From an optimization exercise on the open Yosys and OpenROAD flow, aimed at small area, a short achievable clock period and few clock cycles per item; shortcuts taken in it are not production practice. The RTL was checked by simulation tests, not by an equivalence proof against the original design.

==> inputs of build 44 <==
==> flow/design.v <==
package sibt_pkg;
   localparam int TIME_W = 13;
   localparam int COUNT_OUT_W = 7;
   localparam logic [15:0] DAY_LIMIT = 16'(24 * 256);
   localparam logic [1:0] ACT_INSERT = 2'd0;
   localparam logic [1:0] ACT_FIND = 2'd1;
   localparam logic [1:0] ACT_REMOVE = 2'd2;
   localparam logic [2:0] ST_OK = 3'd0;
   localparam logic [2:0] ST_INVALID = 3'd1;
   localparam logic [2:0] ST_OVERLAP = 3'd2;
   localparam logic [2:0] ST_FULL = 3'd3;
   localparam logic [2:0] ST_NOT_FOUND = 3'd4;
endpackage
module sibt_cmp (
   input  logic                        live,
   input  logic [sibt_pkg::TIME_W-1:0] slot_start,
   input  logic [sibt_pkg::TIME_W-1:0] slot_end,
   input  logic [sibt_pkg::TIME_W-1:0] key_s,
   input  logic [sibt_pkg::TIME_W-1:0] key_x,
   input  logic                        is_ins,
   output logic                        hit
);
   logic end_gt, start_lt, start_eq;
   always_comb begin
      end_gt = (slot_end > key_s);
      start_lt = (slot_start < key_x);
      start_eq = (slot_start == key_x);
      hit = live & (is_ins ? (end_gt & start_lt) : start_eq);
   end
endmodule
module sibt_ram #(
   parameter int WIDTH = 42
) (
   input  logic             clock,
   input  logic             wr_en,
   input  logic [WIDTH-1:0] wr_data,
   output logic [WIDTH-1:0] rd_data
);
   logic [WIDTH-1:0] q_ff;
   always_ff @(posedge clock) begin
      if (wr_en) begin
         q_ff <= wr_data;
      end
   end
   assign rd_data = q_ff;
endmodule
module sorted_interval_booking_table #(
   parameter int CAPACITY = 64
) (
   input  logic              clock,
   input  logic              reset,
   input  logic              req_valid,
   output logic              req_ready,
   input  logic [49:0]       req_data,
   output logic              rsp_valid,
   input  logic              rsp_ready,
   output logic [38:0]       rsp_data
);
   localparam int TW = sibt_pkg::TIME_W;
   localparam int CNT_W = $clog2(CAPACITY + 1);
   localparam int ENTRY_W = 2 * TW + 16;
   localparam int SLOTS = CAPACITY + 2;
   localparam int NGRP = (SLOTS + 7) / 8;
   logic [15:0]  d_start, d_end;
   logic [1:0]   d_act;
   logic         d_ins, d_bad;
   logic [TW-1:0] key_s, key_x;
   assign d_act = req_data[49:48];
   assign d_start = req_data[47:32];
   assign d_end = req_data[31:16];
   assign d_ins = (d_act == sibt_pkg::ACT_INSERT);
   assign d_bad = d_ins ? (!(d_start < d_end) || d_start >= sibt_pkg::DAY_LIMIT
                           || d_end >= sibt_pkg::DAY_LIMIT)
                        : (d_start >= sibt_pkg::DAY_LIMIT);
   assign key_s = d_start[TW-1:0];
   assign key_x = d_ins ? d_end[TW-1:0] : d_start[TW-1:0];
   logic r_v_ff, r_go, accept, req_ready_ff;
   logic q_head_v, q_tail_v;
   assign r_go = r_v_ff && !(q_head_v && q_tail_v);
   assign req_ready = req_ready_ff;
   assign accept = req_valid && req_ready_ff;
   logic [SLOTS-1:0]      valid_ff, res_ff, alloc_ff, taken, busy, first_free, hit_c;
   logic [CNT_W-1:0]      count_ff;
   logic [ENTRY_W-1:0]    slot_q [SLOTS];
   logic [ENTRY_W-1:0]    new_entry;
   assign new_entry = {key_s, d_end[TW-1:0], req_data[15:0]};
   assign taken = valid_ff | res_ff;
   assign busy = valid_ff | alloc_ff | (count_ff[CNT_W-1] ? '0 : res_ff);
   always_comb begin
      logic [NGRP-1:0]   grp_free, grp_first;
      logic [8*NGRP-1:0] fr;
      fr = '0;
      fr[SLOTS-1:0] = ~busy;
      for (int g = 0; g < NGRP; g++) begin
         grp_free[g] = |fr[8*g +: 8];
      end
      for (int g = 0; g < NGRP; g++) begin
         grp_first[g] = grp_free[g];
         for (int h = 0; h < g; h++) begin
            grp_first[g] = grp_first[g] & !grp_free[h];
         end
      end
      for (int i = 0; i < SLOTS; i++) begin
         first_free[i] = grp_first[i / 8] & fr[i];
         for (int k = 8 * (i / 8); k < i; k++) begin
            first_free[i] = first_free[i] & !fr[k];
         end
      end
   end
   always_ff @(posedge clock) begin
      if (reset) begin
         alloc_ff <= SLOTS'(1);
      end else begin
         alloc_ff <= first_free;
      end
   end
   for (genvar i = 0; i < SLOTS; i++) begin : g_slot
      sibt_ram #(.WIDTH(ENTRY_W)) u_slot (
         .clock  (clock),
         .wr_en  (alloc_ff[i]),
         .wr_data(new_entry),
         .rd_data(slot_q[i])
      );
      sibt_cmp u_cmp (
         .live      (taken[i]),
         .slot_start(slot_q[i][ENTRY_W-1 -: TW]),
         .slot_end  (slot_q[i][16 +: TW]),
         .key_s     (key_s),
         .key_x     (key_x),
         .is_ins    (d_ins),
         .hit       (hit_c[i])
      );
   end
   logic [SLOTS-1:0]   hit_r_ff, hit_r;
   logic               r_ins_ff, r_find_ff, r_rem_ff, r_bad_ff;
   logic               any_hit, full, ins_ok, rem_ok, find_ok;
   logic [TW+15:0]     rd_sel;
   logic [2:0]         status;
   logic [CNT_W-1:0]   count_in;
   logic [38:0]        rsp_in;
   always_ff @(posedge clock) begin
      if (reset) begin
         r_v_ff <= 1'b0;
         res_ff <= '0;
      end else if (accept) begin
         r_v_ff <= 1'b1;
         res_ff <= alloc_ff;
      end else if (r_go) begin
         r_v_ff <= 1'b0;
      end
      if (accept) begin
         hit_r_ff <= hit_c;
         r_ins_ff <= d_ins;
         r_find_ff <= (d_act == sibt_pkg::ACT_FIND);
         r_rem_ff <= (d_act == sibt_pkg::ACT_REMOVE);
         r_bad_ff <= d_bad;
      end
   end
   assign hit_r = hit_r_ff & valid_ff;
   assign any_hit = |hit_r;
   assign full = count_ff[CNT_W-1];
   always_comb begin
      rd_sel = '0;
      for (int i = 0; i < SLOTS; i++) begin
         rd_sel = rd_sel | ({(TW + 16){hit_r[i]}} & slot_q[i][TW+15:0]);
      end
   end
   assign ins_ok = r_ins_ff && !r_bad_ff && !full && !any_hit;
   assign rem_ok = r_rem_ff && !r_bad_ff && any_hit;
   assign find_ok = r_find_ff && !r_bad_ff && any_hit;
   always_comb begin
      status = sibt_pkg::ST_OK;
      if (r_ins_ff) begin
         if (r_bad_ff) status = sibt_pkg::ST_INVALID;
         else if (full) status = sibt_pkg::ST_FULL;
         else if (any_hit) status = sibt_pkg::ST_OVERLAP;
      end else if (r_find_ff || r_rem_ff) begin
         if (r_bad_ff || !any_hit) status = sibt_pkg::ST_NOT_FOUND;
      end
   end
   always_comb begin
      count_in = count_ff;
      if (ins_ok) count_in = count_ff + CNT_W'(1);
      else if (rem_ok) count_in = count_ff - CNT_W'(1);
   end
   assign rsp_in = {status,
                    find_ok ? rd_sel[TW+15:16] : {TW{1'b0}},
                    find_ok ? rd_sel[15:0] : 16'd0,
                    count_in};
   always_ff @(posedge clock) begin
      if (reset) begin
         valid_ff <= '0;
         count_ff <= '0;
      end else if (r_go) begin
         if (ins_ok) valid_ff <= valid_ff | res_ff;
         else if (r_rem_ff && !r_bad_ff) valid_ff <= valid_ff & ~hit_r;
         count_ff <= count_in;
      end
   end
   logic [38:0] q_head_ff, q_tail_ff;
   logic        pop;
   assign pop = q_head_v && rsp_ready;
   always_ff @(posedge clock) begin
      if (reset) begin
         q_head_v <= 1'b0;
         q_tail_v <= 1'b0;
      end else begin
         if (!q_head_v || pop) begin
            q_head_v <= q_tail_v || r_go;
            q_tail_v <= 1'b0;
         end else if (r_go) begin
            q_tail_v <= 1'b1;
         end
      end
      if (!q_head_v || pop) begin
         q_head_ff <= q_tail_v ? q_tail_ff : rsp_in;
      end
      if (r_go) begin
         q_tail_ff <= rsp_in;
      end
   end
   logic r_v_in, q_head_v_in, q_tail_v_in;
   always_comb begin
      r_v_in = accept || (r_v_ff && !r_go);
      if (!q_head_v || pop) begin
         q_head_v_in = q_tail_v || r_go;
         q_tail_v_in = 1'b0;
      end else begin
         q_head_v_in = 1'b1;
         q_tail_v_in = q_tail_v || r_go;
      end
   end
   always_ff @(posedge clock) begin
      if (reset) begin
         req_ready_ff <= 1'b1;
      end else begin
         req_ready_ff <= !r_v_in || !(q_head_v_in && q_tail_v_in);
      end
   end
   assign rsp_valid = q_head_v;
   assign rsp_data = q_head_ff;
endmodule
==> flow/run.sh <==
#!/bin/bash
# synth_recipe.tcl (not shown) runs the flow's synth.tcl, then flattens the netlist and writes it again
# the make line also repeats each setting of config.mk as NAME=value (left out here)
make -C /OpenROAD-flow-scripts/flow DESIGN_CONFIG=/design/flow/config.mk WORK_HOME=/design/flow/orfs CLKGATE_MAP_FILE= SYNTH_SCRIPT=/design/flow/synth_recipe.tcl finish
==> flow/config.mk <==
export PLATFORM = sky130hd
export DESIGN_NAME = sorted_interval_booking_table
export DESIGN_NICKNAME = sorted_interval_booking_table
export VERILOG_FILES = /design/flow/design.v
export SDC_FILE = /design/flow/constraint.sdc
export NUM_CORES = 4
export LEC_CHECK = 0
export CAP_MARGIN = 20
export CORE_MARGIN = 2
export CORE_UTILIZATION = 45
export PLACE_DENSITY = 0.6
export SETUP_SLACK_MARGIN = 2.5
export SLEW_MARGIN = 20
==> flow/constraint.sdc <==
create_clock -name core_clock -period 5.5 [get_ports {clock}]
set_input_delay 1.1000 -clock core_clock [delete_from_list [all_inputs] [get_ports {clock}]]
set_output_delay 1.1000 -clock core_clock [all_outputs]
set_load 0.01 [all_outputs]
==> build 92 (differences from build 44) <==
==> flow/design.v, changed modules only <==
module sibt_cmp (
   input  logic                        live,
   input  logic [sibt_pkg::TIME_W-1:0] slot_start,
   input  logic [sibt_pkg::TIME_W-1:0] slot_end,
   input  logic [sibt_pkg::TIME_W-1:0] key_s,
   input  logic [sibt_pkg::TIME_W-1:0] key_x,
   input  logic                        is_ins,
   output logic                        hit
);
   localparam int W = sibt_pkg::TIME_W;
   logic end_gt, start_lt, start_eq;
   always_comb begin
      logic [15:0] ga, ta, gb, tb;
      ga = '0;
      ta = '1;
      gb = '0;
      tb = '1;
      for (int i = 0; i < W; i++) begin
         ga[i] = slot_end[i] & ~key_s[i];
         ta[i] = slot_end[i] | ~key_s[i];
         gb[i] = key_x[i] & ~slot_start[i];
         tb[i] = key_x[i] | ~slot_start[i];
      end
      for (int l = 1; l < 16; l = l * 2) begin
         for (int i = 0; i + l < 16; i = i + 2 * l) begin
            ga[i] = ga[i+l] | (ta[i+l] & ga[i]);
            ta[i] = ta[i+l] & ta[i];
            gb[i] = gb[i+l] | (tb[i+l] & gb[i]);
            tb[i] = tb[i+l] & tb[i];
         end
      end
      end_gt = ga[0];
      start_lt = gb[0];
      start_eq = tb[0] & ~gb[0];
      hit = live & (is_ins ? (end_gt & start_lt) : start_eq);
   end
endmodule
module sorted_interval_booking_table #(
   parameter int CAPACITY = 64
) (
   input  logic              clock,
   input  logic              reset,
   input  logic              req_valid,
   output logic              req_ready,
   input  logic [49:0]       req_data,
   output logic              rsp_valid,
   input  logic              rsp_ready,
   output logic [38:0]       rsp_data
);
   localparam int TW = sibt_pkg::TIME_W;
   localparam int CNT_W = $clog2(CAPACITY + 1);
   localparam int ENTRY_W = 2 * TW + 16;
   localparam int SLOTS = CAPACITY + 3;
   logic [15:0]  d_start, d_end;
   logic [1:0]   d_act;
   logic         d_ins, d_bad;
   logic [TW-1:0] key_s, key_x;
   assign d_act = req_data[49:48];
   assign d_start = req_data[47:32];
   assign d_end = req_data[31:16];
   assign d_ins = (d_act == sibt_pkg::ACT_INSERT);
   assign d_bad = d_ins ? (!(d_start < d_end) || d_start >= sibt_pkg::DAY_LIMIT
                           || d_end >= sibt_pkg::DAY_LIMIT)
                        : (d_start >= sibt_pkg::DAY_LIMIT);
   assign key_s = d_start[TW-1:0];
   assign key_x = d_ins ? d_end[TW-1:0] : d_start[TW-1:0];
   logic r_v_ff, r_go, accept;
   logic q_head_v;
   assign r_go = r_v_ff && (!q_head_v || rsp_ready);
   assign req_ready = !r_v_ff || r_go;
   assign accept = req_valid && req_ready;
   logic [SLOTS-1:0]      valid_ff, res_ff, alloc_ff, taken, busy, first_free, hit_c;
   logic [CNT_W-1:0]      count_ff;
   logic [ENTRY_W-1:0]    slot_q [SLOTS];
   logic [ENTRY_W-1:0]    new_entry;
   assign new_entry = {key_s, d_end[TW-1:0], req_data[15:0]};
   assign taken = valid_ff | res_ff;
   assign busy = valid_ff | alloc_ff | res_ff;
   localparam int N1 = (SLOTS + 3) / 4;
   localparam int N2 = (N1 + 3) / 4;
   always_comb begin
      logic [4*N1-1:0] fr, sel1;
      logic [4*N2-1:0] any1, sel2;
      logic [N2-1:0]   any2, sel3;
      fr = '0;
      fr[SLOTS-1:0] = ~busy;
      any1 = '0;
      for (int a = 0; a < N1; a++) begin
         any1[a] = |fr[4*a +: 4];
         for (int k = 0; k < 4; k++) begin
            sel1[4*a+k] = fr[4*a+k];
            for (int j = 0; j < k; j++) sel1[4*a+k] = sel1[4*a+k] & !fr[4*a+j];
         end
      end
      for (int b = 0; b < N2; b++) begin
         any2[b] = |any1[4*b +: 4];
         for (int k = 0; k < 4; k++) begin
            sel2[4*b+k] = any1[4*b+k];
            for (int j = 0; j < k; j++) sel2[4*b+k] = sel2[4*b+k] & !any1[4*b+j];
         end
      end
      for (int b = 0; b < N2; b++) begin
         sel3[b] = any2[b];
         for (int j = 0; j < b; j++) sel3[b] = sel3[b] & !any2[j];
      end
      for (int i = 0; i < SLOTS; i++) begin
         first_free[i] = sel3[i / 16] & sel2[i / 4] & sel1[i];
      end
   end
   always_ff @(posedge clock) begin
      if (reset) begin
         alloc_ff <= SLOTS'(1);
      end else begin
         alloc_ff <= first_free;
      end
   end
   for (genvar i = 0; i < SLOTS; i++) begin : g_slot
      sibt_ram #(.WIDTH(ENTRY_W)) u_slot (
         .clock  (clock),
         .wr_en  (alloc_ff[i]),
         .wr_data(new_entry),
         .rd_data(slot_q[i])
      );
      sibt_cmp u_cmp (
         .live      (taken[i]),
         .slot_start(slot_q[i][ENTRY_W-1 -: TW]),
         .slot_end  (slot_q[i][16 +: TW]),
         .key_s     (key_s),
         .key_x     (key_x),
         .is_ins    (d_ins),
         .hit       (hit_c[i])
      );
   end
   logic [SLOTS-1:0]   hit_r_ff, hit_r;
   logic               r_ins_ff, r_find_ff, r_rem_ff, r_bad_ff;
   logic               any_hit, full, ins_ok, rem_ok, find_ok;
   logic [TW+15:0]     rd_sel;
   logic [2:0]         status;
   logic [CNT_W-1:0]   count_in;
   logic [38:0]        rsp_in;
   always_ff @(posedge clock) begin
      if (reset) begin
         r_v_ff <= 1'b0;
         res_ff <= '0;
      end else if (accept) begin
         r_v_ff <= 1'b1;
         res_ff <= alloc_ff;
      end else if (r_go) begin
         r_v_ff <= 1'b0;
      end
      if (accept) begin
         hit_r_ff <= hit_c;
         r_ins_ff <= d_ins;
         r_find_ff <= (d_act == sibt_pkg::ACT_FIND);
         r_rem_ff <= (d_act == sibt_pkg::ACT_REMOVE);
         r_bad_ff <= d_bad;
      end
   end
   assign hit_r = hit_r_ff & valid_ff;
   assign any_hit = |hit_r;
   assign full = count_ff[CNT_W-1];
   always_comb begin
      rd_sel = '0;
      for (int i = 0; i < SLOTS; i++) begin
         rd_sel = rd_sel | ({(TW + 16){hit_r[i]}} & slot_q[i][TW+15:0]);
      end
   end
   assign ins_ok = r_ins_ff && !r_bad_ff && !full && !any_hit;
   assign rem_ok = r_rem_ff && !r_bad_ff && any_hit;
   assign find_ok = r_find_ff && !r_bad_ff && any_hit;
   always_comb begin
      status = sibt_pkg::ST_OK;
      if (r_ins_ff) begin
         if (r_bad_ff) status = sibt_pkg::ST_INVALID;
         else if (full) status = sibt_pkg::ST_FULL;
         else if (any_hit) status = sibt_pkg::ST_OVERLAP;
      end else if (r_find_ff || r_rem_ff) begin
         if (r_bad_ff || !any_hit) status = sibt_pkg::ST_NOT_FOUND;
      end
   end
   logic [CNT_W-1:0] count_up, count_dn;
   assign count_up = count_ff + CNT_W'(1);
   assign count_dn = count_ff - CNT_W'(1);
   always_comb begin
      count_in = count_ff;
      if (ins_ok) count_in = count_up;
      else if (rem_ok) count_in = count_dn;
   end
   logic r_findg;
   assign r_findg = r_find_ff && !r_bad_ff;
   assign rsp_in = {status,
                    r_findg ? rd_sel[TW+15:16] : {TW{1'b0}},
                    r_findg ? rd_sel[15:0] : 16'd0,
                    count_in};
   always_ff @(posedge clock) begin
      if (reset) begin
         valid_ff <= '0;
         count_ff <= '0;
      end else if (r_go) begin
         if (ins_ok) valid_ff <= valid_ff | res_ff;
         else if (r_rem_ff && !r_bad_ff) valid_ff <= valid_ff & ~hit_r;
         count_ff <= count_in;
      end
   end
   logic [38:0] q_head_ff;
   logic        pop;
   assign pop = q_head_v && rsp_ready;
   always_ff @(posedge clock) begin
      if (reset) begin
         q_head_v <= 1'b0;
      end else if (!q_head_v || pop) begin
         q_head_v <= r_go;
      end
      if (r_go) begin
         q_head_ff <= rsp_in;
      end
   end
   assign rsp_valid = q_head_v;
   assign rsp_data = q_head_ff;
endmodule
- CORE_UTILIZATION: 45 -> 50
- CTS_CLUSTER_DIAMETER: default -> 100
- CTS_CLUSTER_SIZE: default -> 20
- GPL_ROUTABILITY_DRIVEN: default -> 1
- SETUP_SLACK_MARGIN: 2.5 -> 2.3
==> trial 90 (differences from build 44) <==
==> flow/design.v, changed modules only <==
module sibt_cmp (
   input  logic                        live,
   input  logic [sibt_pkg::TIME_W-1:0] slot_start,
   input  logic [sibt_pkg::TIME_W-1:0] slot_end,
   input  logic [sibt_pkg::TIME_W-1:0] key_s,
   input  logic [sibt_pkg::TIME_W-1:0] key_x,
   input  logic                        is_ins,
   output logic                        hit
);
   localparam int W = sibt_pkg::TIME_W;
   logic end_gt, start_lt, start_eq;
   always_comb begin
      logic [15:0] ga, ta, gb, tb;
      ga = '0;
      ta = '1;
      gb = '0;
      tb = '1;
      for (int i = 0; i < W; i++) begin
         ga[i] = slot_end[i] & ~key_s[i];
         ta[i] = slot_end[i] | ~key_s[i];
         gb[i] = key_x[i] & ~slot_start[i];
         tb[i] = key_x[i] | ~slot_start[i];
      end
      for (int l = 1; l < 16; l = l * 2) begin
         for (int i = 0; i + l < 16; i = i + 2 * l) begin
            ga[i] = ga[i+l] | (ta[i+l] & ga[i]);
            ta[i] = ta[i+l] & ta[i];
            gb[i] = gb[i+l] | (tb[i+l] & gb[i]);
            tb[i] = tb[i+l] & tb[i];
         end
      end
      end_gt = ga[0];
      start_lt = gb[0];
      start_eq = tb[0] & ~gb[0];
      hit = live & (is_ins ? (end_gt & start_lt) : start_eq);
   end
endmodule
- CORE_UTILIZATION: 45 -> 40
- GPL_ROUTABILITY_DRIVEN: default -> 1
- PLACE_DENSITY: 0.6 -> 0.5
- SETUP_SLACK_MARGIN: 2.5 -> 2.0
==> summary.md <==
| Metric | Value |
|---|---|
| Status | complete, no violations |
| Slowest-stage cell, CP | nor4_4 |
| Initial detailed-routing violation count | 25200 |
| Buffering overhead | 0.0633 |
| Period minus WS final | 3.72 ns |
| Initial antenna violation count | 66 |
| FF-to-FF path depth | 11 |
| EDFF count, synth | 2924 |
| Mux cell area share after synthesis | 0.000766 |
| Final period utilization | 0.676 |
The numbers above come from build 92.

==> summary.md <==
| Metric | Value |
|---|---|
| Final period utilization | 0.668 |
| Initial detailed-routing violation count | 21900 |
| Status | complete, no violations |
| Maxcap violations | 0 |
| Mux cell area share after synthesis | 0.00509 |
| Buffering overhead | 0.0432 |
| FF-to-FF path depth | 9 |
| Slowest-stage cell, CP | nor4_2 |
| Initial antenna violation count | 78 |
| CP max FO | 17 |
The numbers above come from trial 90.

==> summary.md <==
| Metric | Value |
|---|---|
| Status | complete, no violations |
| Final period utilization | 0.651 |
| Initial detailed-routing violation count | 23400 |
| FF-to-FF path depth | 10 |
| Buffering overhead | 0.0719 |
| EDFF count, synth | 2920 |
| Period minus WS final | 3.58 ns |
| Slowest-stage cell, CP | or4b_4 |
| Mux cell area share after synthesis | 0.00352 |
The numbers above come from build 44.

Testbench counts of build 44, summed over its fixed seeds: cycles 3,216, items 3,200.
Testbench counts of build 92, summed over its fixed seeds: cycles 3,216, items 3,200.
Testbench counts of trial 90, summed over its fixed seeds: cycles 3,216, items 3,200.

port drivers added, routing unchanged:
No port has a modelled driver above. Below, the same layouts with a new extraction and two added sets of constraints.
Step 1 assumes that a clkbuf_16 drives the clock port and a buf_2 every other input.
Step 2 also shifts input and output timing later by t, the mid clock arrival at the registers, as if the neighbouring blocks saw the same clock.
Three values: no drivers, after step 1, after step 2; two values: the first two.
run	shift t [ns]	slack for setup (ns)	worst slew at a driven data input, ns
build 44	1.100	1.920 / 1.920 / 0.914	0.18
build 92	1.062	1.781 / 1.781 / 0.762	0.34
trial 90	1.089	1.825 / 1.825 / 0.791	0.32
After both steps setup and hold are still met in every run listed. The setup slack of trial 90, which loses most, moves by 0.000 ns with the drivers and by -1.034 ns with both steps.
